Background: an optimization exercise with open tools, aiming at small area. Do not read the settings as production practice. The RTL was checked by simulation tests, not by an equivalence proof against the original design. Power figures rest on the tool's default switching activity, not on a simulated workload.

--- design/flow/design.v ---
`timescale 1ns/1ps
package us_reg_pkg;
	typedef logic [11:0] apb_addr_t;   
	typedef logic [31:0] apb_data_t;
	typedef logic [10:0] mux_cnt_t;    
	localparam apb_addr_t REG_CTRL     = 12'h000;   
	localparam apb_addr_t REG_STATUS   = 12'h004;   
	localparam apb_addr_t REG_NUM_BITS = 12'h008;   
	localparam apb_addr_t REG_TX0      = 12'h00C;   
	localparam apb_addr_t REG_TX1      = 12'h010;   
	localparam apb_addr_t REG_TX2      = 12'h014;   
	localparam apb_addr_t REG_RX0      = 12'h018;   
	localparam apb_addr_t REG_RX1      = 12'h01C;
	localparam apb_addr_t REG_RX2      = 12'h020;
	localparam apb_addr_t REG_TX_LEN   = 12'h024;   
	localparam apb_addr_t REG_INIT_DLY = 12'h028;   
	localparam apb_addr_t REG_SAMPLES  = 12'h02C;   
	localparam apb_addr_t REG_MUX      = 12'h030;   
	localparam int CTRL_SPI_START   = 0;   
	localparam int CTRL_ACQ_START   = 1;   
	localparam int CTRL_PULSER_EN   = 2;
	localparam int CTRL_TXRX_SPI_EN = 3;
	localparam int CTRL_TXRX_SW_OFF = 4;
	localparam int CTRL_BF_RESET    = 5;
endpackage
`timescale 1ns/1ps
package us_acq_pkg;
	localparam int BF_WORD_W = 70;               
	typedef logic [BF_WORD_W-1:0] bf_word_t;
	typedef logic [7:0]           bit_count_t;   
	typedef logic [31:0]          delay_t;       
	typedef enum logic [1:0] {
		SPI_IDLE,
		SPI_WAIT,    
		SPI_SHIFT,   
		SPI_DONE     
	} spi_state_e;
	typedef enum logic [1:0] {
		ACQ_IDLE,
		ACQ_WAIT,    
		ACQ_RUN      
	} acq_state_e;
endpackage
`timescale 1ns/1ps
module us_reg_decode
(
	input  logic       clk,
	input  logic       rst_n,
	input  logic       psel,
	input  logic       penable,
	input  logic       pwrite,
	input  us_reg_pkg::apb_addr_t  paddr,
	input  us_reg_pkg::apb_data_t  pwdata,
	output logic       spi_start,
	output logic       acq_start,
	output us_acq_pkg::bf_word_t   tx_word,
	output us_acq_pkg::bit_count_t num_bits,
	output us_acq_pkg::delay_t     tx_len,
	output us_acq_pkg::delay_t     init_dly,
	output us_acq_pkg::delay_t     samples,
	output logic       pulser_en,
	output logic       txrx_spi_en,
	output logic       txrx_sw_off,
	output logic       bf_reset,
	output us_reg_pkg::mux_cnt_t   mux_cnt
);
	logic wr_acc;     
	logic wr_ctrl;    
	assign wr_acc  = psel & penable & pwrite;
	assign wr_ctrl = wr_acc && (paddr == us_reg_pkg::REG_CTRL);
	always_ff @(posedge clk or negedge rst_n) begin
		if (!rst_n) begin
			spi_start <= 1'b0;
			acq_start <= 1'b0;
		end else begin
			spi_start <= wr_ctrl & pwdata[us_reg_pkg::CTRL_SPI_START];   
			acq_start <= wr_ctrl & pwdata[us_reg_pkg::CTRL_ACQ_START];
		end
	end
	always_ff @(posedge clk or negedge rst_n) begin
		if (!rst_n) begin
			tx_word     <= '0;
			num_bits    <= '0;
			tx_len      <= '0;
			init_dly    <= '0;
			samples     <= '0;
			pulser_en   <= 1'b0;
			txrx_spi_en <= 1'b0;
			txrx_sw_off <= 1'b0;
			bf_reset    <= 1'b0;
			mux_cnt     <= '0;
		end else if (wr_acc) begin
			case (paddr)
				us_reg_pkg::REG_CTRL: begin                              
					pulser_en   <= pwdata[us_reg_pkg::CTRL_PULSER_EN];
					txrx_spi_en <= pwdata[us_reg_pkg::CTRL_TXRX_SPI_EN];
					txrx_sw_off <= pwdata[us_reg_pkg::CTRL_TXRX_SW_OFF];
					bf_reset    <= pwdata[us_reg_pkg::CTRL_BF_RESET];
				end
				us_reg_pkg::REG_NUM_BITS: num_bits <= us_acq_pkg::bit_count_t'(pwdata);   
				us_reg_pkg::REG_TX0:      tx_word[31:0] <= pwdata;
				us_reg_pkg::REG_TX1:      tx_word[63:32] <= pwdata;
				us_reg_pkg::REG_TX2:      tx_word[us_acq_pkg::BF_WORD_W-1:64] <= pwdata[us_acq_pkg::BF_WORD_W-65:0];
				us_reg_pkg::REG_TX_LEN:   tx_len <= pwdata;
				us_reg_pkg::REG_INIT_DLY: init_dly <= pwdata;
				us_reg_pkg::REG_SAMPLES:  samples <= pwdata;
				us_reg_pkg::REG_MUX:      mux_cnt <= us_reg_pkg::mux_cnt_t'(pwdata);   
				default:      ;                               
			endcase
		end
	end
endmodule
`timescale 1ns/1ps
module bf_spi_master
#(
	parameter int START_DELAY = 10,   
	parameter int SCK_HALF    = 2     
) (
	input  logic       clk,
	input  logic       rst_n,
	input  logic       spi_start,
	input  us_acq_pkg::bf_word_t   tx_word,
	input  us_acq_pkg::bit_count_t num_bits,
	input  logic       sdi,
	output logic       cs_n,
	output logic       sck,
	output logic       sdo,
	output us_acq_pkg::bf_word_t   rx_word,
	output logic       spi_busy,
	output logic       spi_done
);
	localparam int DLY_W  = $clog2(START_DELAY + 1);
	localparam int HALF_W = $clog2(SCK_HALF + 1);
	us_acq_pkg::spi_state_e        state;
	logic [DLY_W-1:0]  dly_cnt;     
	logic [HALF_W-1:0] half_cnt;    
	us_acq_pkg::bit_count_t        bit_cnt;     
	us_acq_pkg::bit_count_t        bit_total;   
	us_acq_pkg::bit_count_t        len_eff;
	us_acq_pkg::bf_word_t          shreg;       
	assign len_eff  = (num_bits == '0 || num_bits > us_acq_pkg::bit_count_t'(us_acq_pkg::BF_WORD_W)) ?
	                  us_acq_pkg::bit_count_t'(us_acq_pkg::BF_WORD_W) : num_bits;
	assign spi_busy = (state != us_acq_pkg::SPI_IDLE);
	always_ff @(posedge clk or negedge rst_n) begin
		if (!rst_n) begin
			state     <= us_acq_pkg::SPI_IDLE;
			dly_cnt   <= '0;
			half_cnt  <= '0;
			bit_cnt   <= '0;
			bit_total <= '0;
			shreg     <= '0;
			rx_word   <= '0;
			cs_n      <= 1'b1;
			sck       <= 1'b0;
			sdo       <= 1'b0;
			spi_done  <= 1'b0;
		end else begin
			spi_done <= 1'b0;
			case (state)
				us_acq_pkg::SPI_IDLE: if (spi_start) begin
					state     <= us_acq_pkg::SPI_WAIT;
					dly_cnt   <= '0;
					bit_cnt   <= '0;
					bit_total <= len_eff;
					shreg     <= tx_word << (us_acq_pkg::BF_WORD_W - int'(len_eff));   
					rx_word   <= '0;                                       
				end
				us_acq_pkg::SPI_WAIT: if (dly_cnt == DLY_W'(START_DELAY - 1)) begin
					state    <= us_acq_pkg::SPI_SHIFT;
					cs_n     <= 1'b0;
					sdo      <= shreg[us_acq_pkg::BF_WORD_W-1];   
					half_cnt <= '0;
				end else begin
					dly_cnt <= dly_cnt + 1'b1;
				end
				us_acq_pkg::SPI_SHIFT: if (half_cnt == HALF_W'(SCK_HALF - 1)) begin
					half_cnt <= '0;
					sck      <= ~sck;
					if (!sck) begin                                
						rx_word <= {rx_word[us_acq_pkg::BF_WORD_W-2:0], sdi};
						bit_cnt <= bit_cnt + 1'b1;
					end else if (bit_cnt == bit_total) begin     
						state    <= us_acq_pkg::SPI_DONE;
						cs_n     <= 1'b1;
						sdo      <= 1'b0;
						spi_done <= 1'b1;
					end else begin                               
						sdo   <= shreg[us_acq_pkg::BF_WORD_W-2];
						shreg <= shreg << 1;
					end
				end else begin
					half_cnt <= half_cnt + 1'b1;
				end
				default: state <= us_acq_pkg::SPI_IDLE;   
			endcase
		end
	end
endmodule
`timescale 1ns/1ps
module acq_sequencer
#(
	parameter int START_DELAY = 10   
) (
	input  logic   clk,
	input  logic   rst_n,
	input  logic   acq_start,
	input  us_acq_pkg::delay_t tx_len,
	input  us_acq_pkg::delay_t init_dly,
	input  us_acq_pkg::delay_t samples,
	output logic   tx_en,
	output logic   fifo_en,
	output logic   acq_busy,
	output logic   acq_done
);
	localparam int DLY_W = $clog2(START_DELAY + 1);
	localparam int RUN_W = 32 + 1;          
	us_acq_pkg::acq_state_e       state;
	logic [DLY_W-1:0] dly_cnt;
	logic [RUN_W-1:0] run_cnt;   
	logic [RUN_W-1:0] tx_end;    
	logic [RUN_W-1:0] win_beg;
	logic [RUN_W-1:0] win_end;   
	logic             run_st;
	assign run_st   = (state == us_acq_pkg::ACQ_RUN);
	assign tx_en    = run_st && (run_cnt < tx_end);
	assign fifo_en  = run_st && (run_cnt >= win_beg) && (run_cnt < win_end);
	assign acq_busy = (state != us_acq_pkg::ACQ_IDLE);
	always_ff @(posedge clk or negedge rst_n) begin
		if (!rst_n) begin
			state    <= us_acq_pkg::ACQ_IDLE;
			dly_cnt  <= '0;
			run_cnt  <= '0;
			tx_end   <= '0;
			win_beg  <= '0;
			win_end  <= '0;
			acq_done <= 1'b0;
		end else begin
			acq_done <= 1'b0;
			case (state)
				us_acq_pkg::ACQ_IDLE: if (acq_start) begin
					state   <= us_acq_pkg::ACQ_WAIT;
					dly_cnt <= '0;
					tx_end  <= RUN_W'(tx_len);
					win_beg <= RUN_W'(init_dly);
					win_end <= (samples == '0) ? '0 : RUN_W'(init_dly) + RUN_W'(samples);
				end
				us_acq_pkg::ACQ_WAIT: if (dly_cnt == DLY_W'(START_DELAY - 1)) begin
					state   <= us_acq_pkg::ACQ_RUN;
					run_cnt <= '0;   
				end else begin
					dly_cnt <= dly_cnt + 1'b1;
				end
				us_acq_pkg::ACQ_RUN: if (run_cnt >= tx_end && run_cnt >= win_end) begin   
					state    <= us_acq_pkg::ACQ_IDLE;
					acq_done <= 1'b1;
				end else begin
					run_cnt <= run_cnt + 1'b1;
				end
				default: state <= us_acq_pkg::ACQ_IDLE;
			endcase
		end
	end
endmodule
`timescale 1ns/1ps
module us_status_result
(
	input  logic       clk,
	input  logic       rst_n,
	input  logic       psel,
	input  logic       penable,
	input  logic       pwrite,
	input  us_reg_pkg::apb_addr_t  paddr,
	input  us_acq_pkg::bf_word_t   rx_word,
	input  logic       spi_busy,
	input  logic       spi_done,
	input  logic       acq_busy,
	input  logic       acq_done,
	input  us_acq_pkg::bit_count_t num_bits,
	input  us_acq_pkg::bf_word_t   tx_word,
	input  us_acq_pkg::delay_t     tx_len,
	input  us_acq_pkg::delay_t     init_dly,
	input  us_acq_pkg::delay_t     samples,
	input  logic       pulser_en,
	input  logic       txrx_spi_en,
	input  logic       txrx_sw_off,
	input  logic       bf_reset,
	input  us_reg_pkg::mux_cnt_t   mux_cnt,
	output us_reg_pkg::apb_data_t  prdata,
	output logic       pslverr
);
	logic      rd_acc;      
	logic      status_rd;
	logic      spi_flag;    
	logic      acq_flag;
	logic      addr_hit;
	us_reg_pkg::apb_data_t rdata;
	assign rd_acc    = psel & penable & ~pwrite;
	assign status_rd = rd_acc && (paddr == us_reg_pkg::REG_STATUS);
	always_ff @(posedge clk or negedge rst_n) begin
		if (!rst_n) begin
			spi_flag <= 1'b0;
			acq_flag <= 1'b0;
		end else begin
			spi_flag <= spi_done | (spi_flag & ~status_rd);
			acq_flag <= acq_done | (acq_flag & ~status_rd);
		end
	end
	always_comb begin
		rdata    = '0;
		addr_hit = 1'b1;
		case (paddr)
			us_reg_pkg::REG_CTRL: begin                            
				rdata[us_reg_pkg::CTRL_PULSER_EN]   = pulser_en;
				rdata[us_reg_pkg::CTRL_TXRX_SPI_EN] = txrx_spi_en;
				rdata[us_reg_pkg::CTRL_TXRX_SW_OFF] = txrx_sw_off;
				rdata[us_reg_pkg::CTRL_BF_RESET]    = bf_reset;
			end
			us_reg_pkg::REG_STATUS:   rdata[3:0] = {acq_busy, spi_busy, acq_flag, spi_flag};
			us_reg_pkg::REG_NUM_BITS: rdata = us_reg_pkg::apb_data_t'(num_bits);
			us_reg_pkg::REG_TX0:      rdata = tx_word[31:0];
			us_reg_pkg::REG_TX1:      rdata = tx_word[63:32];
			us_reg_pkg::REG_TX2:      rdata = us_reg_pkg::apb_data_t'(tx_word[us_acq_pkg::BF_WORD_W-1:64]);
			us_reg_pkg::REG_RX0:      rdata = rx_word[31:0];
			us_reg_pkg::REG_RX1:      rdata = rx_word[63:32];
			us_reg_pkg::REG_RX2:      rdata = us_reg_pkg::apb_data_t'(rx_word[us_acq_pkg::BF_WORD_W-1:64]);
			us_reg_pkg::REG_TX_LEN:   rdata = tx_len;
			us_reg_pkg::REG_INIT_DLY: rdata = init_dly;
			us_reg_pkg::REG_SAMPLES:  rdata = samples;
			us_reg_pkg::REG_MUX:      rdata = us_reg_pkg::apb_data_t'(mux_cnt);
			default:      addr_hit = 1'b0;            
		endcase
	end
	assign prdata  = rd_acc ? rdata : '0;   
	assign pslverr = rd_acc & ~addr_hit;
endmodule
`timescale 1ns/1ps
module us_ctrl_top
#(
	parameter int START_DELAY = 10,   
	parameter int SCK_HALF    = 2     
) (
	input  logic      clk,
	input  logic      rst_n,
	input  logic      psel,
	input  logic      penable,
	input  logic      pwrite,
	input  us_reg_pkg::apb_addr_t paddr,
	input  us_reg_pkg::apb_data_t pwdata,
	output us_reg_pkg::apb_data_t prdata,
	output logic      pready,
	output logic      pslverr,
	output logic      bf_spi_cs_n,
	output logic      bf_spi_sck,
	output logic      bf_spi_sdo,
	input  logic      bf_spi_sdi,
	output logic      bf_tx_en,
	output logic      fifo_en,
	output logic      pulser_en,
	output logic      txrx_spi_en,
	output logic      txrx_sw_off,
	output logic      bf_reset,
	output us_reg_pkg::mux_cnt_t  mux_cnt
);
	logic       spi_start;   
	logic       acq_start;
	us_acq_pkg::bf_word_t   tx_word;
	us_acq_pkg::bit_count_t num_bits;
	us_acq_pkg::delay_t     tx_len;
	us_acq_pkg::delay_t     init_dly;
	us_acq_pkg::delay_t     samples;
	us_acq_pkg::bf_word_t   rx_word;     
	logic       spi_busy;
	logic       spi_done;
	logic       acq_busy;
	logic       acq_done;
	assign pready = 1'b1;   
	us_reg_decode decode_i (.*);
	bf_spi_master #(
		.START_DELAY (START_DELAY),
		.SCK_HALF    (SCK_HALF)
	) spi_i (
		.cs_n (bf_spi_cs_n),
		.sck  (bf_spi_sck),
		.sdo  (bf_spi_sdo),
		.sdi  (bf_spi_sdi),
		.*
	);
	acq_sequencer #(
		.START_DELAY (START_DELAY)
	) acq_i (
		.tx_en (bf_tx_en),
		.*
	);
	us_status_result result_i (.*);
endmodule
--- design/flow/run.sh ---
#!/bin/bash
# synth_recipe.tcl (not shown) runs the flow's synth.tcl, then flattens the netlist and writes it again
# the make line also repeats each setting of config.mk as NAME=value (left out here)
make -C /OpenROAD-flow-scripts/flow DESIGN_CONFIG=/design/flow/config.mk WORK_HOME=/design/flow/orfs CLKGATE_MAP_FILE= SYNTH_SCRIPT=/design/flow/synth_recipe.tcl finish
--- design/flow/config.mk ---
export PLATFORM = sky130hd
export DESIGN_NAME = us_ctrl_top
export DESIGN_NICKNAME = us_ctrl_top
export VERILOG_FILES = /design/flow/design.v
export SDC_FILE = /design/flow/constraint.sdc
export NUM_CORES = 4
export LEC_CHECK = 0
export CAP_MARGIN = 20
export CORE_MARGIN = 2
export CORE_UTILIZATION = 40
export SLEW_MARGIN = 20
--- design/flow/constraint.sdc ---
create_clock -name core_clock -period 6.0 [get_ports {clk}]
set_input_delay 1.2000 -clock core_clock [delete_from_list [all_inputs] [get_ports {clk}]]
set_output_delay 1.2000 -clock core_clock [all_outputs]
set_load 0.01 [all_outputs]
==> run summary <==
Std-Cell Core Area=~0.075 mm²; yosys synthesis warning count=4; Mapped Avg Cell Area=between 10 and 15 µm²; destination of the worst hold path=spi_i.shreg[26]; worst-case register-to-register setup slack=0.85 ns; Inserted Diodes=0; post-synthesis instance area=approximately 0.030 mm²; Max transition margin=around 28%; Mapped Nets=about 3100; Total Nets Final=between 3000 and 4000; routed vias=around 25000; RD Place Congestion=0.970; cts bufs inserted=57; Yosys reg bits=about 500; Pins Over Slew Limit=0; half-perimeter wire length after detailed placement=77100 µm; pin count of the biggest net entering global routing=about 160; Die Span Y=~280 µm; total number of H-tree levels=2; Resize count post-CTS=0; CTS root buf=clkbuf_16; end of the worst register-to-register path=spi_i.shreg[67]; # rows=100; Skew-Pair Late Insertion Delay=approximately 0.65 ns; min cycle time layout=roughly 5.5 ns; fraction of final layout cells with drive strength greater than 1=around 18%; Total Routing Usage GR=about a quarter; effective utilization at floorplan=40.5%; Post-synth ARST share=100%; Finish-stage setup viols=0; LEAKAGE=between 0.015 and 0.02 µW; number of port buffers=roughly 100; total power per unit cell area=around 270 mW/mm²; Routed WL=between 100000 and 150000 µm; Crit path required time=between 4 and 5 ns; ANT nets after route=0; Area Growth Syn to Fin=13.9%; number of synthesized flops with an enable pin=0; clk sinks=between 400 and 500; CTS Buffer Depth=3; classification of the worst-slack hold path=flip-flop to flip-flop; CTS clk-pin slew, worst paths=~0.060 ns; clock tree from TritonCTS=done; global-route congestion overflow total=0; Synth Instances=roughly 2900; Sum Neg Setup Slack=0 ns; upper clock frequency limit=around 0.18 GHz; number of I/O pins=approximately 100; worst-margin pin slew=1.07 ns; peak supply drop=around 0.00025 V; mean number of vias per cell=between 6 and 7; critical path class=primary input to output port; max-cap violations=0; number of unique standard cell types used by synthesis=82; share of the core filled with cells=a little under half; routed length per instance=about 26 µm; share of synthesized area occupied by flip-flops and latches=about 41%; initial antenna violation count=2; vias in the first global route=roughly 25000; kind of launch point of the worst setup path=primary input; Top FF cell, synth=dfrtp_1; instance count along the most critical hold path=2; kind of capture point of the worst setup path=output port; post-route clock skew=roughly 0.027 ns; Die Area=between 0.07 and 0.08 mm²; router iterations before antenna repair=9; share of the clock period used by the worst path=91.3%; global-route wire length before repair=158000 µm; result of the run=no timing/DRC/antenna violations; total of hold buffers inserted after clock tree synthesis=0; Post-CTS Setup Inserts=0; worst hold start=spi_i.shreg[26]; die width=roughly 280 µm; number of cells traversed by the worst register-to-register path=14; total DRC errors in the routed layout=0; start of the worst register-to-register path=decode_i.num_bits[4]; arrival time at the worst endpoint=~4.3 ns; Final Hold Vio Count=0; critical path peak fanout=28; Initial DRC Count=just over 3000; unrepaired setup endpoints after global routing=no
cells in the final DEF, fill, tap and decap left out, drive strengths merged, types with 21 or more instances in the layout:
master	synthesis	layout
dfrtp	497	497
mux2	273	273
nor2	210	210
nand2	206	206
a21oi	148	148
ha	142	142
inv	130	133
a22o	117	117
o21ai	103	103
clkdlybuf4s50	0	101
a22oi	100	100
mux2i	81	81
clkbuf	144	78
buf	32	68
a31oi	58	58
a21o	51	51
a221oi	50	50
mux4	49	49
nand3	47	47
nor3	45	45
xnor2	39	39
and3	30	30
a222oi	29	29
nand4	22	22
nor4	22	22
xor2	21	21
final cells by class:
cell class,count,area (µm²)
Clock inverter,27,384
Clock buffer,78,1610
Sequential cell,498,12500
Fill cell,6950,40200
Timing Repair Buffer,169,1580
Tap cell,969,1210
Inverter,131,494
Multi-Input combinational cell,2117,16600
worst max path at each step:
stage	startpoint	to	slack (ns)	cells past startpoint
2_1_floorplan	decode_i.num_bits[3]	spi_i.shreg[63]	1.56	17
3_3_place_gp	paddr[9]	prdata[0]	0.60	9
3_5_place_dp	paddr[1]	prdata[16]	0.58	8
4_1_cts	paddr[1]	prdata[16]	0.58	8
5_1_grt	paddr[1]	prdata[17]	0.31	8
6_report	paddr[1]	prdata[16]	0.52	8
report_power, final:
| part | internal [µW] | switching, µW | leakage (µW) | total, µW |
|---|---|---|---|---|
| combinational | 636 | 1240 | 0.00737 | 1870 |
| clock | 2180 | 1520 | 0.000961 | 3700 |
| sequential | 3650 | 192 | 0.00681 | 3840 |
per-layer routing:
| layer | part of all wire (%) | vias up | wire length (µm) | GRT usage [%] |
|---|---|---|---|---|
| met5 | 0.015 | - | 16 | 0 |
| met4 | 2.6 | 2 | 2690 | 7.17 |
| li1 | - | 11200 | - | - |
| met1 | 45 | 13000 | 46700 | 38.4 |
| met3 | 7.0 | 159 | 7280 | 4.07 |
| met2 | 46 | 1004 | 47400 | 41.0 |
Yosys cell counts (all sizes together), types with 11 or more instances:
cell | n | share of area, %
a22oi | 100 | 2.5
and3 | 30 | 0.62
a221o | 13 | 0.43
ha | 142 | 5.9
a21oi | 148 | 2.5
a221oi | 50 | 1.5
nor2 | 210 | 2.6
dfrtp | 497 | 41
a211oi | 16 | 0.40
nor2b | 14 | 0.29
xnor2 | 39 | 1.2
nand3 | 47 | 0.78
a31oi | 58 | 1.2
o211ai | 20 | 0.54
nor4 | 22 | 0.46
a21o | 51 | 1.3
mux2 | 273 | 10
nand4 | 22 | 0.46
a41o | 11 | 0.36
o21a | 16 | 0.40
o22ai | 19 | 0.39
o221ai | 13 | 0.38
a222oi | 29 | 0.96
nand2 | 206 | 2.6
buf | 32 | 0.57
mux4 | 49 | 3.7
nand2b | 15 | 0.31
mux2i | 81 | 2.7
a22o | 117 | 3.4
nor3 | 45 | 0.76
and2 | 14 | 0.29
xor2 | 21 | 0.61
inv | 130 | 1.6
o21ai | 103 | 1.7
clkbuf | 144 | 1.8
flip-flops by register name, summed over array words and instances, names as in the netlist, 33 cells and up:
register and cells:
spi_i.shreg 70, decode_i.tx_word 70, acq_i.run_cnt 33, spi_i.rx_word 70
acq_i.win_end 33
worst max-delay path: stages:
cell	delay, ns
clkdlybuf4s50_1	0.40
nor2_1	0.31
nand3_1	0.31
nor2_2	0.35
buf_4	0.40
a22oi_1	0.15
a31oi_1	0.49
clkdlybuf4s50_1	0.64
metrics by stage:
stage | instances | hold slack (ns) | total power, µW | setup slack, ns | instance area (µm²)
3_3_place_gp | 3883 | 0.461 | 5680 | 0.603 | 32400
2_1_floorplan | 2922 | 0.404 | 5100 | 1.56 | 30200
5_1_grt | 3989 | 0.504 | 9880 | 0.305 | 34400
4_1_cts | 3988 | 0.481 | 9470 | 0.577 | 34300
3_5_place_dp | 3883 | 0.468 | 5740 | 0.583 | 32400
6_report | 3989 | 0.473 | 9420 | 0.523 | 34400
cell families (layout without fill, tap and decap cells):
logic type	after synthesis	after routing	share of synthesized area (%)
AOI/OAI and AO/OA	853	853	20.4
DFF	498	498	41.3
other	1	1	0.0124
xor gates and xnor gates	60	60	1.79
adders and majority gates	143	143	5.96
buffers and inverters	307	405	4.00
and+or+nand+nor	657	657	9.96
muxes	403	403	16.5

re-timing with driven ports:
The results above use ideal ports. As a check the final layout listed here was re-extracted and re-timed, cells and wires unchanged.
Step 1 (the two cells are an assumption about what drives the block):
set clk [get_ports {clk}]
set_driving_cell -lib_cell sky130_fd_sc_hd__clkbuf_16 $clk
set_driving_cell -lib_cell sky130_fd_sc_hd__buf_2 [delete_from_list [all_inputs] $clk]
Step 2 adds t to the input delays and takes it off the output delays; t is the mean of the earliest and latest rising clock arrival at the registers after step 1. Input paths then give back, and output paths get back, about the clock's delay inside the block.
Slacks: ideal / step 1 / step 2; pairs: ideal / step 1.
t (ns): 0.696
setup slack, ns: 0.523 / 0.502 / 0.502
worst setup path at the end: input to output
clock arrival spread, ns: 0.027 / 0.027
cell pins on the clock port's net: 1
After both steps setup and hold are still met in this run. For this run, drivers alone change the setup slack by -0.021 ns; drivers and shift together by -0.021 ns.
